What follows belongs to an exercise in optimizing a design on an open flow for small area, a short achievable clock period and few clock cycles; a production flow would make more cautious choices. In this exercise RTL edits were held to simulation tests only and were not proved equivalent to the original.

<file path="design/flow/run.sh">
#!/bin/bash
# synth_recipe.tcl (not shown) runs the flow's synth.tcl, then flattens the netlist and writes it again
# the make line also repeats each setting of config.mk as NAME=value (left out here)
make -C /OpenROAD-flow-scripts/flow DESIGN_CONFIG=/design/flow/config.mk WORK_HOME=/design/flow/orfs CLKGATE_MAP_FILE= SYNTH_SCRIPT=/design/flow/synth_recipe.tcl finish
</file>
<file path="design/flow/config.mk">
export PLATFORM = sky130hd
export DESIGN_NAME = bezier_middle_control_solver
export DESIGN_NICKNAME = bezier_middle_control_solver
export VERILOG_FILES = /design/flow/design.v
export SDC_FILE = /design/flow/constraint.sdc
export NUM_CORES = 8
export LEC_CHECK = 0
export CAP_MARGIN = 40
export CORE_MARGIN = 2
export CORE_UTILIZATION = 40
export SLEW_MARGIN = 40
</file>
<file path="design/flow/constraint.sdc">
create_clock -name core_clock -period 15.0 [get_ports {clock}]
set_input_delay 3.0000 -clock core_clock [delete_from_list [all_inputs] [get_ports {clock}]]
set_output_delay 3.0000 -clock core_clock [all_outputs]
set_load 0.01 [all_outputs]
</file>
<file path="design/flow/design.v">
package bmcs_pkg;
   localparam int HALVINGS   = 14;
   localparam int ROUND_W    = $clog2(HALVINGS);
   localparam int T_W        = 17;
   localparam logic [T_W-1:0] ONE_T = 17'h10000;
   localparam int COORD_W    = 32;
   localparam int DIFF_W     = COORD_W + 1;
   localparam int WIDE_W     = 128;
   localparam int CHUNK_W    = 32;
   localparam int MUL_W      = 34;
   localparam int PROD_W     = 2 * MUL_W;
   localparam int NUM_W      = 68;
   localparam int DVSR_W     = 33;
   localparam int DIV_STEPS  = NUM_W;
   localparam int DSTEP_W    = $clog2(DIV_STEPS);
   localparam int REQ_DATA_W = 6 * COORD_W;
   localparam int RSP_DATA_W = 88;
   localparam logic [3:0] OP_NOP    = 4'd0;
   localparam logic [3:0] OP_LOAD   = 4'd1;
   localparam logic [3:0] OP_MUL    = 4'd2;
   localparam logic [3:0] OP_ACC    = 4'd3;
   localparam logic [3:0] OP_COEF   = 4'd4;
   localparam logic [3:0] OP_HLOAD  = 4'd5;
   localparam logic [3:0] OP_MAC    = 4'd6;
   localparam logic [3:0] OP_DECIDE = 4'd7;
   localparam logic [3:0] OP_FINAL  = 4'd8;
   localparam logic [3:0] OP_MINIT  = 4'd9;
   localparam logic [3:0] OP_DPREP  = 4'd10;
   localparam logic [3:0] OP_DIV    = 4'd11;
   localparam logic [3:0] OP_EMIT   = 4'd12;
   localparam logic [3:0] SEL_UXUX = 4'd0;
   localparam logic [3:0] SEL_UYUY = 4'd1;
   localparam logic [3:0] SEL_UXVX = 4'd2;
   localparam logic [3:0] SEL_UYVY = 4'd3;
   localparam logic [3:0] SEL_VXVX = 4'd4;
   localparam logic [3:0] SEL_VYVY = 4'd5;
   localparam logic [3:0] SEL_SS   = 4'd6;
   localparam logic [3:0] SEL_KK   = 4'd7;
   localparam logic [3:0] SEL_KS   = 4'd8;
   localparam logic [3:0] SEL_SXSS = 4'd9;
   localparam logic [3:0] SEL_EXKK = 4'd10;
   localparam logic [3:0] SEL_SYSS = 4'd11;
   localparam logic [3:0] SEL_EYKK = 4'd12;
   localparam logic [1:0] LAST_CHUNK  = 2'd3;
   localparam logic [1:0] LAST_HSTAGE = 2'd2;
   typedef struct packed {
      logic [3:0] op;
      logic [3:0] sel;
      logic [1:0] chunk;
      logic [1:0] hstage;
   } bmcs_cmd_type;
   typedef struct packed {
      logic zero_hit;
   } bmcs_stat_type;
   typedef struct packed {
      logic               saturated;
      logic               exact_root;
      logic [COORD_W-1:0] middle_y;
      logic [COORD_W-1:0] middle_x;
      logic [T_W-1:0]     param_t;
   } bmcs_result_type;
endpackage
import bmcs_pkg::*;
module bmcs_ctrl (
   input  logic                    clock,
   input  logic                    reset,
   input  logic                    req_tvalid,
   output logic                    req_tready,
   input  logic                    slot_free,
   input  bmcs_pkg::bmcs_stat_type stat,
   output bmcs_pkg::bmcs_cmd_type  cmd
);
   localparam logic [3:0] S_IDLE   = 4'd0;
   localparam logic [3:0] S_MUL    = 4'd1;
   localparam logic [3:0] S_ACC    = 4'd2;
   localparam logic [3:0] S_COEF   = 4'd3;
   localparam logic [3:0] S_HLOAD  = 4'd4;
   localparam logic [3:0] S_MAC    = 4'd5;
   localparam logic [3:0] S_DECIDE = 4'd6;
   localparam logic [3:0] S_FINAL  = 4'd7;
   localparam logic [3:0] S_MINIT  = 4'd8;
   localparam logic [3:0] S_DPREP  = 4'd9;
   localparam logic [3:0] S_DIV    = 4'd10;
   localparam logic [3:0] S_EMIT   = 4'd11;
   logic [3:0]         state_ff, state_in;
   logic [3:0]         sel_ff, sel_in;
   logic [1:0]         chunk_ff, chunk_in, hstage_ff, hstage_in;
   logic [ROUND_W-1:0] round_ff, round_in;
   logic [DSTEP_W-1:0] dcnt_ff, dcnt_in;
   assign req_tready = (state_ff == S_IDLE);
   always_comb begin
      state_in   = state_ff;
      sel_in     = sel_ff;
      chunk_in   = chunk_ff;
      hstage_in  = hstage_ff;
      round_in   = round_ff;
      dcnt_in    = dcnt_ff;
      cmd.op     = OP_NOP;
      cmd.sel    = sel_ff;
      cmd.chunk  = chunk_ff;
      cmd.hstage = hstage_ff;
      unique case (state_ff)
         S_IDLE: begin
            if (req_tvalid) begin
               cmd.op   = OP_LOAD;
               sel_in   = SEL_UXUX;
               state_in = S_MUL;
            end
         end
         S_MUL: begin
            cmd.op   = OP_MUL;
            state_in = S_ACC;
         end
         S_ACC: begin
            cmd.op = OP_ACC;
            if (sel_ff == SEL_VYVY) begin
               state_in = S_COEF;
            end else if (sel_ff == SEL_EYKK) begin
               state_in = S_DPREP;
            end else begin
               sel_in   = sel_ff + 4'd1;
               state_in = S_MUL;
            end
         end
         S_COEF: begin
            cmd.op    = OP_COEF;
            round_in  = '0;
            hstage_in = '0;
            state_in  = S_HLOAD;
         end
         S_HLOAD: begin
            cmd.op   = OP_HLOAD;
            chunk_in = '0;
            state_in = S_MAC;
         end
         S_MAC: begin
            cmd.op = OP_MAC;
            if (chunk_ff == LAST_CHUNK) begin
               if (hstage_ff == LAST_HSTAGE) begin
                  state_in = S_DECIDE;
               end else begin
                  hstage_in = hstage_ff + 2'd1;
                  state_in  = S_HLOAD;
               end
            end else begin
               chunk_in = chunk_ff + 2'd1;
            end
         end
         S_DECIDE: begin
            cmd.op = OP_DECIDE;
            if (stat.zero_hit) begin
               state_in = S_MINIT;
            end else if (round_ff == ROUND_W'(HALVINGS - 1)) begin
               state_in = S_FINAL;
            end else begin
               round_in  = round_ff + 1'b1;
               hstage_in = '0;
               state_in  = S_HLOAD;
            end
         end
         S_FINAL: begin
            cmd.op   = OP_FINAL;
            state_in = S_MINIT;
         end
         S_MINIT: begin
            cmd.op   = OP_MINIT;
            sel_in   = SEL_SS;
            state_in = S_MUL;
         end
         S_DPREP: begin
            cmd.op   = OP_DPREP;
            dcnt_in  = '0;
            state_in = S_DIV;
         end
         S_DIV: begin
            cmd.op = OP_DIV;
            if (dcnt_ff == DSTEP_W'(DIV_STEPS - 1))
               state_in = S_EMIT;
            else
               dcnt_in = dcnt_ff + 1'b1;
         end
         S_EMIT: begin
            if (slot_free) begin
               cmd.op   = OP_EMIT;
               state_in = S_IDLE;
            end
         end
         default: state_in = S_IDLE;
      endcase
   end
   always_ff @(posedge clock) begin
      if (reset) begin
         state_ff  <= S_IDLE;
         sel_ff    <= '0;
         chunk_ff  <= '0;
         hstage_ff <= '0;
         round_ff  <= '0;
         dcnt_ff   <= '0;
      end else begin
         state_ff  <= state_in;
         sel_ff    <= sel_in;
         chunk_ff  <= chunk_in;
         hstage_ff <= hstage_in;
         round_ff  <= round_in;
         dcnt_ff   <= dcnt_in;
      end
   end
endmodule
import bmcs_pkg::*;
module bmcs_datapath (
   input  logic                          clock,
   input  bmcs_pkg::bmcs_cmd_type        cmd,
   input  logic [bmcs_pkg::REQ_DATA_W-1:0] req_data,
   output bmcs_pkg::bmcs_stat_type       stat,
   output bmcs_pkg::bmcs_result_type     result
);
   logic signed [COORD_W-1:0] sx_ff, sy_ff, ex_ff, ey_ff, qx_ff, qy_ff;
   logic signed [DIFF_W-1:0]  ux_ff, uy_ff, vx_ff, vy_ff;
   logic signed [PROD_W-1:0]  prod_ff;
   logic [WIDE_W-1:0] uu_ff, uv_ff, vv_ff, ca_ff, cb_ff, cc_ff, cd_ff;
   logic [WIDE_W-1:0] cur_ff, acc_ff, f0_ff;
   logic [T_W-1:0]    k_ff, t0_ff, t1_ff, t_ff;
   logic              exact_ff;
   logic [32:0]       ss_ff, kk_ff;
   logic [31:0]       ks_ff;
   logic [NUM_W-1:0]  nx_ff, ny_ff, dvx_ff, dvy_ff, qox_ff, qoy_ff;
   logic [DVSR_W:0]   rmx_ff, rmy_ff;
   logic [DVSR_W-1:0] dvsr_ff;
   logic              negx_ff, negy_ff;
   logic signed [MUL_W-1:0] ma, mb;
   logic [WIDE_W-1:0]  prod_wide, part_wide, neg_vv;
   logic [CHUNK_W-1:0] chunk_val;
   logic [CHUNK_W+T_W-1:0] chunk_prod;
   logic [T_W:0]       tsum;
   logic [T_W-1:0]     s_val;
   logic [31:0]        d_val;
   logic [NUM_W-1:0]   magx, magy;
   logic [DVSR_W:0]    rx2, ry2;
   logic               gex, gey;
   assign s_val     = ONE_T - t_ff;
   assign tsum      = {1'b0, t0_ff} + {1'b0, t1_ff};
   assign prod_wide = {{(WIDE_W-PROD_W){prod_ff[PROD_W-1]}}, prod_ff};
   assign neg_vv    = -vv_ff;
   assign chunk_val = cur_ff[cmd.chunk*CHUNK_W +: CHUNK_W];
   assign chunk_prod = chunk_val * k_ff;
   assign part_wide = {{(WIDE_W-CHUNK_W-T_W){1'b0}}, chunk_prod} << (CHUNK_W * cmd.chunk);
   assign d_val     = (ks_ff == '0) ? 32'd1 : {ks_ff[30:0], 1'b0};
   assign magx      = nx_ff[NUM_W-1] ? -nx_ff : nx_ff;
   assign magy      = ny_ff[NUM_W-1] ? -ny_ff : ny_ff;
   assign rx2       = {rmx_ff[DVSR_W-1:0], dvx_ff[NUM_W-1]};
   assign ry2       = {rmy_ff[DVSR_W-1:0], dvy_ff[NUM_W-1]};
   assign gex       = rx2 >= {1'b0, dvsr_ff};
   assign gey       = ry2 >= {1'b0, dvsr_ff};
   assign stat.zero_hit = (acc_ff == '0) || (f0_ff == '0);
   always_comb begin
      ma = '0;
      mb = '0;
      unique case (cmd.sel)
         SEL_UXUX: begin ma = MUL_W'(ux_ff); mb = MUL_W'(ux_ff); end
         SEL_UYUY: begin ma = MUL_W'(uy_ff); mb = MUL_W'(uy_ff); end
         SEL_UXVX: begin ma = MUL_W'(ux_ff); mb = MUL_W'(vx_ff); end
         SEL_UYVY: begin ma = MUL_W'(uy_ff); mb = MUL_W'(vy_ff); end
         SEL_VXVX: begin ma = MUL_W'(vx_ff); mb = MUL_W'(vx_ff); end
         SEL_VYVY: begin ma = MUL_W'(vy_ff); mb = MUL_W'(vy_ff); end
         SEL_SS:   begin ma = {17'd0, s_val}; mb = {17'd0, s_val}; end
         SEL_KK:   begin ma = {17'd0, t_ff}; mb = {17'd0, t_ff}; end
         SEL_KS:   begin ma = {17'd0, t_ff}; mb = {17'd0, s_val}; end
         SEL_SXSS: begin ma = MUL_W'(sx_ff); mb = {1'b0, ss_ff}; end
         SEL_EXKK: begin ma = MUL_W'(ex_ff); mb = {1'b0, kk_ff}; end
         SEL_SYSS: begin ma = MUL_W'(sy_ff); mb = {1'b0, ss_ff}; end
         SEL_EYKK: begin ma = MUL_W'(ey_ff); mb = {1'b0, kk_ff}; end
         default:  begin ma = '0; mb = '0; end
      endcase
   end
   always_ff @(posedge clock) begin
      case (cmd.op)
         OP_LOAD: begin
            sx_ff <= req_data[0*COORD_W +: COORD_W];
            sy_ff <= req_data[1*COORD_W +: COORD_W];
            ex_ff <= req_data[2*COORD_W +: COORD_W];
            ey_ff <= req_data[3*COORD_W +: COORD_W];
            qx_ff <= req_data[4*COORD_W +: COORD_W];
            qy_ff <= req_data[5*COORD_W +: COORD_W];
            ux_ff <= DIFF_W'($signed(req_data[2*COORD_W +: COORD_W]))
                   - DIFF_W'($signed(req_data[0*COORD_W +: COORD_W]));
            uy_ff <= DIFF_W'($signed(req_data[3*COORD_W +: COORD_W]))
                   - DIFF_W'($signed(req_data[1*COORD_W +: COORD_W]));
            vx_ff <= DIFF_W'($signed(req_data[0*COORD_W +: COORD_W]))
                   - DIFF_W'($signed(req_data[4*COORD_W +: COORD_W]));
            vy_ff <= DIFF_W'($signed(req_data[1*COORD_W +: COORD_W]))
                   - DIFF_W'($signed(req_data[5*COORD_W +: COORD_W]));
            uu_ff <= '0;
            uv_ff <= '0;
            vv_ff <= '0;
            exact_ff <= 1'b0;
         end
         OP_MUL: prod_ff <= ma * mb;
         OP_ACC: begin
            case (cmd.sel)
               SEL_UXUX, SEL_UYUY: uu_ff <= uu_ff + prod_wide;
               SEL_UXVX, SEL_UYVY: uv_ff <= uv_ff + prod_wide;
               SEL_VXVX, SEL_VYVY: vv_ff <= vv_ff + prod_wide;
               SEL_SS:             ss_ff <= prod_ff[32:0];
               SEL_KK:             kk_ff <= prod_ff[32:0];
               SEL_KS:             ks_ff <= prod_ff[31:0];
               SEL_SXSS, SEL_EXKK: nx_ff <= nx_ff - NUM_W'(prod_ff);
               SEL_SYSS, SEL_EYKK: ny_ff <= ny_ff - NUM_W'(prod_ff);
               default: ;
            endcase
         end
         OP_COEF: begin
            ca_ff <= uu_ff;
            cb_ff <= uv_ff + (uv_ff << 1);
            cc_ff <= (vv_ff << 1) - uv_ff;
            cd_ff <= neg_vv;
            f0_ff <= neg_vv << 48;
            t0_ff <= '0;
            t1_ff <= ONE_T;
         end
         OP_HLOAD: begin
            case (cmd.hstage)
               2'd0: begin
                  k_ff   <= tsum[T_W:1];
                  cur_ff <= ca_ff;
                  acc_ff <= cb_ff << 16;
               end
               2'd1: begin
                  cur_ff <= acc_ff;
                  acc_ff <= cc_ff << 32;
               end
               default: begin
                  cur_ff <= acc_ff;
                  acc_ff <= cd_ff << 48;
               end
            endcase
         end
         OP_MAC: acc_ff <= acc_ff + part_wide;
         OP_DECIDE: begin
            if (acc_ff == '0) begin
               t_ff     <= k_ff;
               exact_ff <= 1'b1;
            end else if (f0_ff == '0) begin
               t_ff     <= t0_ff;
               exact_ff <= 1'b1;
            end else if (acc_ff[WIDE_W-1] != f0_ff[WIDE_W-1]) begin
               t1_ff <= k_ff;
            end else begin
               t0_ff <= k_ff;
               f0_ff <= acc_ff;
            end
         end
         OP_FINAL: t_ff <= tsum[T_W:1];
         OP_MINIT: begin
            nx_ff <= {{(NUM_W-64){qx_ff[COORD_W-1]}}, qx_ff, 32'd0};
            ny_ff <= {{(NUM_W-64){qy_ff[COORD_W-1]}}, qy_ff, 32'd0};
         end
         OP_DPREP: begin
            negx_ff <= nx_ff[NUM_W-1];
            negy_ff <= ny_ff[NUM_W-1];
            dvx_ff  <= {magx[NUM_W-2:0], 1'b0} + NUM_W'(d_val);
            dvy_ff  <= {magy[NUM_W-2:0], 1'b0} + NUM_W'(d_val);
            dvsr_ff <= {d_val, 1'b0};
            rmx_ff  <= '0;
            rmy_ff  <= '0;
            qox_ff  <= '0;
            qoy_ff  <= '0;
         end
         OP_DIV: begin
            dvx_ff <= {dvx_ff[NUM_W-2:0], 1'b0};
            dvy_ff <= {dvy_ff[NUM_W-2:0], 1'b0};
            rmx_ff <= gex ? rx2 - {1'b0, dvsr_ff} : rx2;
            rmy_ff <= gey ? ry2 - {1'b0, dvsr_ff} : ry2;
            qox_ff <= {qox_ff[NUM_W-2:0], gex};
            qoy_ff <= {qoy_ff[NUM_W-2:0], gey};
         end
         default: ;
      endcase
   end
   logic satx, saty;
   always_comb begin
      satx = negx_ff ? ((|qox_ff[NUM_W-1:32]) || (qox_ff[31] && (|qox_ff[30:0])))
                     : (|qox_ff[NUM_W-1:31]);
      saty = negy_ff ? ((|qoy_ff[NUM_W-1:32]) || (qoy_ff[31] && (|qoy_ff[30:0])))
                     : (|qoy_ff[NUM_W-1:31]);
      result.param_t    = t_ff;
      result.exact_root = exact_ff;
      result.saturated  = satx || saty;
      if (satx)
         result.middle_x = negx_ff ? 32'h8000_0000 : 32'h7fff_ffff;
      else
         result.middle_x = negx_ff ? -qox_ff[31:0] : qox_ff[31:0];
      if (saty)
         result.middle_y = negy_ff ? 32'h8000_0000 : 32'h7fff_ffff;
      else
         result.middle_y = negy_ff ? -qoy_ff[31:0] : qoy_ff[31:0];
   end
endmodule
import bmcs_pkg::*;
module bezier_middle_control_solver (
   input  logic                            clock,
   input  logic                            reset,
   input  logic                            req_tvalid,
   output logic                            req_tready,
   input  logic [bmcs_pkg::REQ_DATA_W-1:0] req_tdata,
   output logic                            rsp_tvalid,
   input  logic                            rsp_tready,
   output logic [bmcs_pkg::RSP_DATA_W-1:0] rsp_tdata
);
   bmcs_pkg::bmcs_cmd_type    cmd;
   bmcs_pkg::bmcs_stat_type   stat;
   bmcs_pkg::bmcs_result_type result;
   logic            rsp_valid_ff;
   logic [RSP_DATA_W-1:0] rsp_data_ff;
   logic            slot_free;
   assign slot_free  = !rsp_valid_ff || rsp_tready;
   assign rsp_tvalid = rsp_valid_ff;
   assign rsp_tdata  = rsp_data_ff;
   bmcs_ctrl u_ctrl (
      .clock      (clock),
      .reset      (reset),
      .req_tvalid (req_tvalid),
      .req_tready (req_tready),
      .slot_free  (slot_free),
      .stat       (stat),
      .cmd        (cmd)
   );
   bmcs_datapath u_datapath (
      .clock    (clock),
      .cmd      (cmd),
      .req_data (req_tdata),
      .stat     (stat),
      .result   (result)
   );
   always_ff @(posedge clock) begin
      if (reset) begin
         rsp_valid_ff <= 1'b0;
      end else if (cmd.op == OP_EMIT) begin
         rsp_valid_ff <= 1'b1;
      end else if (rsp_tready) begin
         rsp_valid_ff <= 1'b0;
      end
   end
   always_ff @(posedge clock) begin
      if (cmd.op == OP_EMIT) begin
         rsp_data_ff <= {{(RSP_DATA_W - $bits(result)){1'b0}}, result};
      end
   end
endmodule
</file>
==> metrics.yaml <==
status:
  status: "finished clean"
synthesis:
  yosysTopAreaCellShare: 0.326
  synth_top_area_cell: "edfxtp_1"
  ys_ff_latch: 2307
  synthArstFlopShare: 0
  synth_most_common_cell: "nand2_1"
  ys_top_cells_by_count: "nand2_1, inv_1, edfxtp_1"
  synthCells: 21900
  synth.cell_area_um2: 210000
  synth_cell_types: 104
  synth_seq_area_share: 0.329
  yosysWarnings: 3
  synth_edf_count: 2283
  synth_area_leaders: "edfxtp_1, fa_1, ha_1"
  synth.avg_cell_area_um2: 9.59
  synthFlopType: "edfxtp_1"
sta:
  finalHoldViolCount: 0
  setup_tns_ns: 0
  period_share: 0.909
  whs_ns: 0.447
  finalMaxSlewViolations: 0
  post-route-min-period_ns: 13.64
  rsz0062_at_grt: "no"
  fin_worst_skew_ns: 0.0782
  fmax_mhz: 73.3
  relSlewSlack: 0.330
  worst_pin_slew_ns: 1.01
  setup_violations: 0
critical_path:
  rrSetupSlack_ns: 1.36
  crit_buf_inv: 7
  cp_num_cells: 43
  crit_arrival_ns: 14.30
  crit_fanout: 26
  ff2ff_path_depth: 43
  endpoint: "u_datapath.acc_ff[121]$_DFFE_PP_"
  cpMaxStageDelayCell: "a2111oi_0"
  required_ns: 15.66
  crit_family: "compound AO/OA/AOI/OAI gates"
  r2r-end: "u_datapath.acc_ff[121]$_DFFE_PP_"
  crit_start: "u_ctrl.chunk_ff[1]$_SDFFE_PP0P_"
  worstSetupPathType: "reg -> reg"
  crit_path_max_incr_delay_ns: 0.66
  r2r_start: "u_ctrl.chunk_ff[1]$_SDFFE_PP0P_"
  crit_path_end_kind: "register"
  cp-start-kind: "register"
clock_tree:
  cts_setup_buffers: 0
  ctsHoldBuffers: 0
  cts.sinks: 2307
  cts_buffers: 278
  cts_resized: 0
  clk_pin_slew_ns: 0.06
  cts-root-buf: "clkbuf_16"
  cts_tree: "built"
  clock_latency_ns: 0.99
  clockBufferDepth: 4
  htree_levels: 5
detailed_routing:
  drc: 0
  wl_per_cell_um: 27.8
  viasPerCell: 5.91
  drtIter0Drc: 19800
  routed_wl_um: 808000
  ant_nets: 0
  vias: 172000
  firstDrtPassIters: 9
floorplan:
  die_y_um: 729
  die_area_um2: 531000
  core-area_um2: 524000
  initial_core_util: 0.401
  rows: 266
  die_x_um: 729
  io_pins: 286
layout:
  syn_to_final_growth_pct: 10.3
  nets: 25100
  fill_cells: 50400
  drive_gt1_frac: 0.0597
global_route:
  antenna_found_initial: 102
  grt_pass1_wl_um: 1160000
  track_usage: 0.296
  grt_max_degree: 137
  overflow: 0
  grt_pass1_vias: 164000
placement:
  dp_hpwl_um: 636000
  io_buffer_count: 280
  gp_congestion: 1.02
worst_hold_path:
  hp-class: "reg -> reg"
flow_run:
  maxCapViolations: 0
-- stage by stage --
stage | cells | cell area, um^2 | setup slack (ns) | utilization
final | 29100 | 232000 | 1.36 | 0.442
after global placement | 28500 | 221000 | 1.70 | 0.422
after global routing | 29000 | 231000 | 0.741 | 0.442
after floorplan | 21900 | 210000 | 3.05 | -
after CTS | 29000 | 231000 | 1.62 | 0.441
after detailed placement | 28500 | 222000 | 1.69 | 0.424
-- cell usage in the layout (no fill, tap or decap), types with 67 or more instances in the layout --
cell type,instances
a211oi_1,180
o21ai_0,829
o31ai_1,91
and3_1,316
edfxtp_1,2283
a21o_1,677
nor2_1,1684
nand2b_1,179
a31oi_1,165
xor2_1,547
nand2_1,2370
fa_1,1683
a21oi_1,1682
o21bai_1,225
or3_1,128
nor2b_1,178
ha_1,1408
o211ai_1,73
nor3_1,274
nor4_1,165
clkdlybuf4s50_1,274
xnor2_1,814
nand3_1,285
clkbuf_16,284
and2_1,312
buf_4,346
mux2_2,171
inv_1,2376
o21a_1,133
o22ai_1,67
a22o_1,161
nand4_1,312
-- worst min-delay path by stage --
| stage | to | slack, ns | startpoint | cells after the start |
|---|---|---|---|---|
| 2_1_floorplan | rsp_data_ff[81]$_DFFE_PP_ | 0.40 | u_datapath.exact_ff$_DFFE_PP_ | 0 |
| 3_3_place_gp | u_datapath.ca_ff[53]$_DFFE_PN_ | 0.44 | u_datapath.uu_ff[53]$_SDFFCE_PP0P_ | 0 |
| 3_5_place_dp | u_datapath.ca_ff[106]$_DFFE_PN_ | 0.45 | u_datapath.uu_ff[106]$_SDFFCE_PP0P_ | 0 |
| 4_1_cts | u_datapath.ca_ff[36]$_DFFE_PN_ | 0.42 | u_datapath.uu_ff[36]$_SDFFCE_PP0P_ | 0 |
| 5_1_grt | u_datapath.ca_ff[36]$_DFFE_PN_ | 0.46 | u_datapath.uu_ff[36]$_SDFFCE_PP0P_ | 0 |
| 6_report | u_datapath.ca_ff[36]$_DFFE_PN_ | 0.45 | u_datapath.uu_ff[36]$_SDFFCE_PP0P_ | 0 |
-- cell type report --
type / instances / area, um^2 / area share
multi-input combinational: 16200 / 129000 / 0.558
antenna: 61 / 153 / 0.000659
inverter: 2383 / 8960 / 0.0387
timing repair buffer: 701 / 6370 / 0.0275
sequential: 2307 / 69000 / 0.298
clock inverter: 182 / 1940 / 0.00839
tap: 6968 / 8720 / 0.0377
clock buffer: 325 / 7250 / 0.0313
-- layer usage --
metal | routed length, um | vias up | share of wire | track usage
li1 | - | 76100 | - | -
met1 | 334000 | 85600 | 0.41 | 0.410
met2 | 343000 | 8543 | 0.42 | 0.435
met3 | 83800 | 1560 | 0.10 | 0.0674
met4 | 46100 | 48 | 0.057 | 0.147
met5 | 321 | - | 0.00040 | 0
-- logic make-up (layout without fill, tap and decap cells) --
group                      Yosys count  count (layout)  synth area share
buffers and inverters             3420            3591            0.0613
DFF                               2307            2307             0.329
AOI/OAI and AO/OA                 4899            4899             0.148
other                                1              66         0.0000179
xor gates and xnor gates          1377            1377            0.0574
adders and majority gates         3094            3094             0.245
muxes                              244             244            0.0146
and+or+nand+nor                   6549            6549             0.145
-- sequential cells by signal, summed over array words and instances (netlist names), 68 cells and up --
register,count
u_datapath.uu_ff,128
u_datapath.qoy_ff,68
u_datapath.vv_ff,95
u_datapath.cb_ff,111
u_datapath.ny_ff,68
u_datapath.qox_ff,68
u_datapath.dvy_ff,68
rsp_data_ff,83
u_datapath.nx_ff,68
u_datapath.cur_ff,128
u_datapath.ca_ff,128
u_datapath.f0_ff,128
u_datapath.cd_ff,80
u_datapath.uv_ff,112
u_datapath.cc_ff,96
u_datapath.prod_ff,68
u_datapath.acc_ff,128
Testbench counts, summed over its fixed seeds: cycles 124,424.

## separate check: timing with driven ports
No port has a modelled driver above. Below, the same layout with a new extraction and two added sets of constraints.
Step 1 assumes that a clkbuf_16 drives the clock port and a buf_2 every other input.
Step 2 moves the port delays by t, midway between the first and last clock arrival at a register: inputs arrive t later, outputs are due t later. That takes back most of the time a late clock gives input paths.
Slacks: no drivers / after step 1 / after step 2; pairs: no drivers / after step 1.
t, ns: 1.060
slack for setup (ns): 1.360 / 1.360 / 1.360
worst setup path after step 2: register to register
clock arrival spread, ns: 0.079 / 0.078
slew at the worst register clock pin (ns): 0.07 / 0.07
After both steps this run still meets setup and hold. The setup slack of this run moves by 0.000 ns with the drivers and by 0.000 ns with both steps.
